Source: an optimization exercise on an open RTL-to-GDS flow (aim: small area, a short achievable clock period and few clock cycles per item). Production flows keep margins and buffers that such runs may drop. Function was checked by simulation only, so behaviour that the tests miss may differ from the original. Power and IR drop assume default switching activity.

run 1:
## bridgeTop
module bridgeTop (
  input  wire         pclk,
  input  wire         preset_n,
  input  wire         awvalid,
  output logic        awready,
  input  wire  [31:0] awaddr,
  input  wire  [7:0]  awid,
  input  wire  [7:0]  awlen,
  input  wire  [1:0]  awburst,
  input  wire  [2:0]  awprot,
  input  wire         wvalid,
  output logic        wready,
  input  wire  [31:0] wdata,
  input  wire  [3:0]  wstrb,
  input  wire         arvalid,
  output logic        arready,
  input  wire  [31:0] araddr,
  input  wire  [7:0]  arid,
  input  wire  [7:0]  arlen,
  input  wire  [1:0]  arburst,
  input  wire  [2:0]  arprot,
  output logic        rvalid,
  input  wire         rready,
  output logic [31:0] rdata,
  output logic [1:0]  rresp,
  output logic [7:0]  rid,
  output logic        rlast,
  output logic        bvalid,
  input  wire         bready,
  output logic [1:0]  bresp,
  output logic [7:0]  bid,
  output logic [31:0] paddr,
  output logic [31:0] pwdata,
  output logic [3:0]  pstrb,
  output logic [2:0]  pprot,
  output logic        pwrite,
  output logic        penable,
  output logic [3:0]  psel,
  input  wire  [3:0]  pready,
  input  wire  [3:0]  pslverr,
  input  wire  [127:0] prdata
);
clock: 5.0 ns
lec_check: 0
cap_margin: 20
core_margin: 2
core_utilization: 40
setup_slack_margin: 2.8
slew_margin: 20
standard.sh (not shown) runs the stock make flow with config.mk's settings and CLKGATE_MAP_FILE= SYNTH_SCRIPT=/design/flow/synth_recipe.tcl, a recipe that flattens the netlist after the stock synthesis.
==> flow/flow/run.sh <==
#!/bin/bash
# standard ORFS layout (the standard.sh, standard synthesis unchanged),
# with every port buffered by the smallest buffer instead of a delay buffer,
# and no dummy loads in the clock tree
set -euo pipefail
export CTS_ARGS="-sink_clustering_enable -repair_clock_nets -dont_use_dummy_load"
bash standard.sh "BUFFER_PORTS_ARGS=-buffer_cell sky130_fd_sc_hd__buf_1" finish > standard.log 2>&1
Testbench counts of run 1, summed over its fixed seeds: cycles 9,506, beats 2,933.
Here is what was changed in the inputs of run 2 compared with run 1.
diff --git a/flow/config.mk b/flow/config.mk
--- a/flow/config.mk
+++ b/flow/config.mk
@@ -10,3 +10,3 @@
 export CORE_UTILIZATION = 40
-export SETUP_SLACK_MARGIN = 2.8
+export SETUP_SLACK_MARGIN = 2.6
 export SLEW_MARGIN = 20
- A worst min-delay path class of input pin to async pin is what run 1 shows, while flop to flop belongs to run 2.
- Run 2 vs run 1 — met2 track utilization from global routing dropped 0.88 points.
- Run 1 -> run 2: final wirelength decreased by a few percent
- Between run 2 and run 1, the area taken by flip-flops and latches figures differ only marginally.
- The number of sequential cells was comparable across run 1 and run 2.
Input-level comparison between run 3 and run 2:
diff --git a/flow/config.mk b/flow/config.mk
--- a/flow/config.mk
+++ b/flow/config.mk
@@ -10,3 +10,3 @@
 export CORE_UTILIZATION = 40
-export SETUP_SLACK_MARGIN = 2.6
+export SETUP_SLACK_MARGIN = 3.2
 export SLEW_MARGIN = 20
==> comparison <==
- Delta (run 3 minus run 2): standby leakage power now sits higher; share of the clock period used by the worst path fell 3.0 points; net switching power increased 1.1%.
Relative to run 3, the following input files were edited for run 4:
==> flow/flow/run.sh <==
#!/bin/bash
# standard ORFS layout (the standard.sh, standard synthesis unchanged),
# with every port buffered by the smallest buffer instead of a delay buffer
set -euo pipefail
bash standard.sh "BUFFER_PORTS_ARGS=-buffer_cell sky130_fd_sc_hd__buf_1" finish > standard.log 2>&1
diff --git a/flow/config.mk b/flow/config.mk
--- a/flow/config.mk
+++ b/flow/config.mk
@@ -9,4 +9,4 @@
 export CORE_MARGIN = 2
-export CORE_UTILIZATION = 40
-export SETUP_SLACK_MARGIN = 3.2
+export CORE_UTILIZATION = 55
+export SETUP_SLACK_MARGIN = 3.0
 export SLEW_MARGIN = 20
Findings:
Run 4 did not make it past I/O pin placement (3_2_place_iop), where a tool error ended it. Diff run 3..run 4 | share of flip-flops with an asynchronous set or reset | unchanged. Between run 3 and run 4, the synthesized-area fraction occupied by ao, oa, aoi and oai cells figures differ only marginally. Comparing run 4 against run 3, there is no change at all in cell count after synthesis. Run 4 vs. run 3: average instance area after synthesis comparable, count of standard-cell rows now smaller, post-synthesis adder-cell area fraction comparable. The number of register bits inferred by synthesis was comparable across run 4 and run 3. Changes observed in run 4 relative to run 3: width of the die decreased by about 14% relative to the old numbers, initial core utilization increased by 16 points relative to the old numbers, chip height decreased by 14% relative to the old numbers.

bridgeTop, a different RTL version from the one above (not shown whole).
Size: ~690 cells after synthesis, roughly 100 flip-flops, about 420 I/O pins.
export LEC_CHECK = 0
export ABC_AREA = 1
export CAP_MARGIN = 20
export CORE_MARGIN = 2
export CORE_UTILIZATION = 40
export SETUP_SLACK_MARGIN = 2.8
export SLEW_MARGIN = 20
create_clock -name core_clock -period 5.0 [get_ports {pclk}]
==> flow/flow/run.sh <==
#!/bin/bash
# standard ORFS layout (the standard.sh, standard synthesis unchanged),
# with every port buffered by the smallest buffer instead of a delay buffer,
# and no dummy loads in the clock tree
set -euo pipefail
export CTS_ARGS="-sink_clustering_enable -repair_clock_nets -dont_use_dummy_load"
bash standard.sh "BUFFER_PORTS_ARGS=-buffer_cell sky130_fd_sc_hd__buf_1" finish > standard.log 2>&1
Testbench counts at the start, summed over its fixed seeds: cycles 10,018, beats 2,933.
Next try:
==> flow/run.sh (new file) <==
#!/bin/bash
# synth_recipe.tcl (not shown) runs the flow's synth.tcl, then flattens the netlist and writes it again
# the make line also repeats each setting of config.mk as NAME=value (left out here)
make -C /OpenROAD-flow-scripts/flow DESIGN_CONFIG=/design/flow/config.mk WORK_HOME=/design/flow/orfs CLKGATE_MAP_FILE= SYNTH_SCRIPT=/design/flow/synth_recipe.tcl finish
Settings changed: ABC_AREA 1 to default, SETUP_SLACK_MARGIN 2.8 to 3.0.
removed: flow/flow/run.sh
removed: flow/standard.sh
Die area decreases by about 5.3%.
Hold slack improved by 0.030 ns.
Setup slack improved by 0.019 ns.
Final area increases by about 37%.
Critical path depth increases by 6.
Wire length increases by 17%.
Power increases by about 30%.
Synthesized area decreases by 5.5%.
Sequential power increases by about 6%.
Cell count decreases by about 10%.
Next try:
==> flow/flow/run.sh (new file) <==
#!/bin/bash
# standard ORFS layout (the standard.sh, standard synthesis unchanged),
# with every port buffered by the smallest buffer instead of a delay buffer,
# and no dummy loads in the clock tree
set -euo pipefail
export CTS_ARGS="-sink_clustering_enable -repair_clock_nets -dont_use_dummy_load -buf_list sky130_fd_sc_hd__clkbuf_8"
bash standard.sh "BUFFER_PORTS_ARGS=-buffer_cell sky130_fd_sc_hd__buf_1" finish > standard.log 2>&1
==> flow/standard.sh (new file) <==
#!/bin/bash
# synth_recipe.tcl (not shown) runs the flow's synth.tcl, then flattens the netlist and writes it again
# the make line also repeats each setting of config.mk as NAME=value (left out here)
make -C /OpenROAD-flow-scripts/flow DESIGN_CONFIG=/design/flow/config.mk WORK_HOME=/design/flow/orfs CLKGATE_MAP_FILE= SYNTH_SCRIPT=/design/flow/synth_recipe.tcl "${@:-finish}"
Settings changed: PLACE_DENSITY from default to 0.75, SETUP_SLACK_MARGIN 3.0 to 2.9.
removed: flow/run.sh
Effect:
- The changed run finished clean
- wire length decreases by about a fifth
- clock skew goes up by 0.045 ns
- setup slack gets better by 0.013 ns
- total power came out lower by about a fifth
- fmax is higher slightly

[port drivers added, routing unchanged]
No port has a modelled driver above. Below, the same layouts with a new extraction and two added sets of constraints.
Step 1, drivers: a clkbuf_16 drives pclk and a buf_2 each remaining input, both assumed.
Step 2 also shifts input and output timing later by t, the mid clock arrival at the registers, as if the neighbouring blocks saw the same clock.
Three values: no drivers, after step 1, after step 2; two values: the first two.
| run | t (ns) | setup WS [ns] | worst slew at a driven data input, ns |
|---|---|---|---|
| run 1 | 0.453 | 2.878 / 2.835 / 2.484 | 0.06 |
| run 2 | 0.453 | 2.754 / 2.774 / 2.321 | 0.06 |
| run 3 | 0.450 | 2.905 / 2.922 / 2.472 | 0.06 |
| the first run of note 2 | 0.377 | 2.864 / 2.821 / 2.581 | 0.11 |
| the second run of note 2 | 0.385 | 2.883 / 2.847 / 2.463 | 0.08 |
| the third run of note 2 | 0.400 | 2.896 / 2.857 / 2.560 | 0.11 |
After both steps every run listed still meets setup and hold.
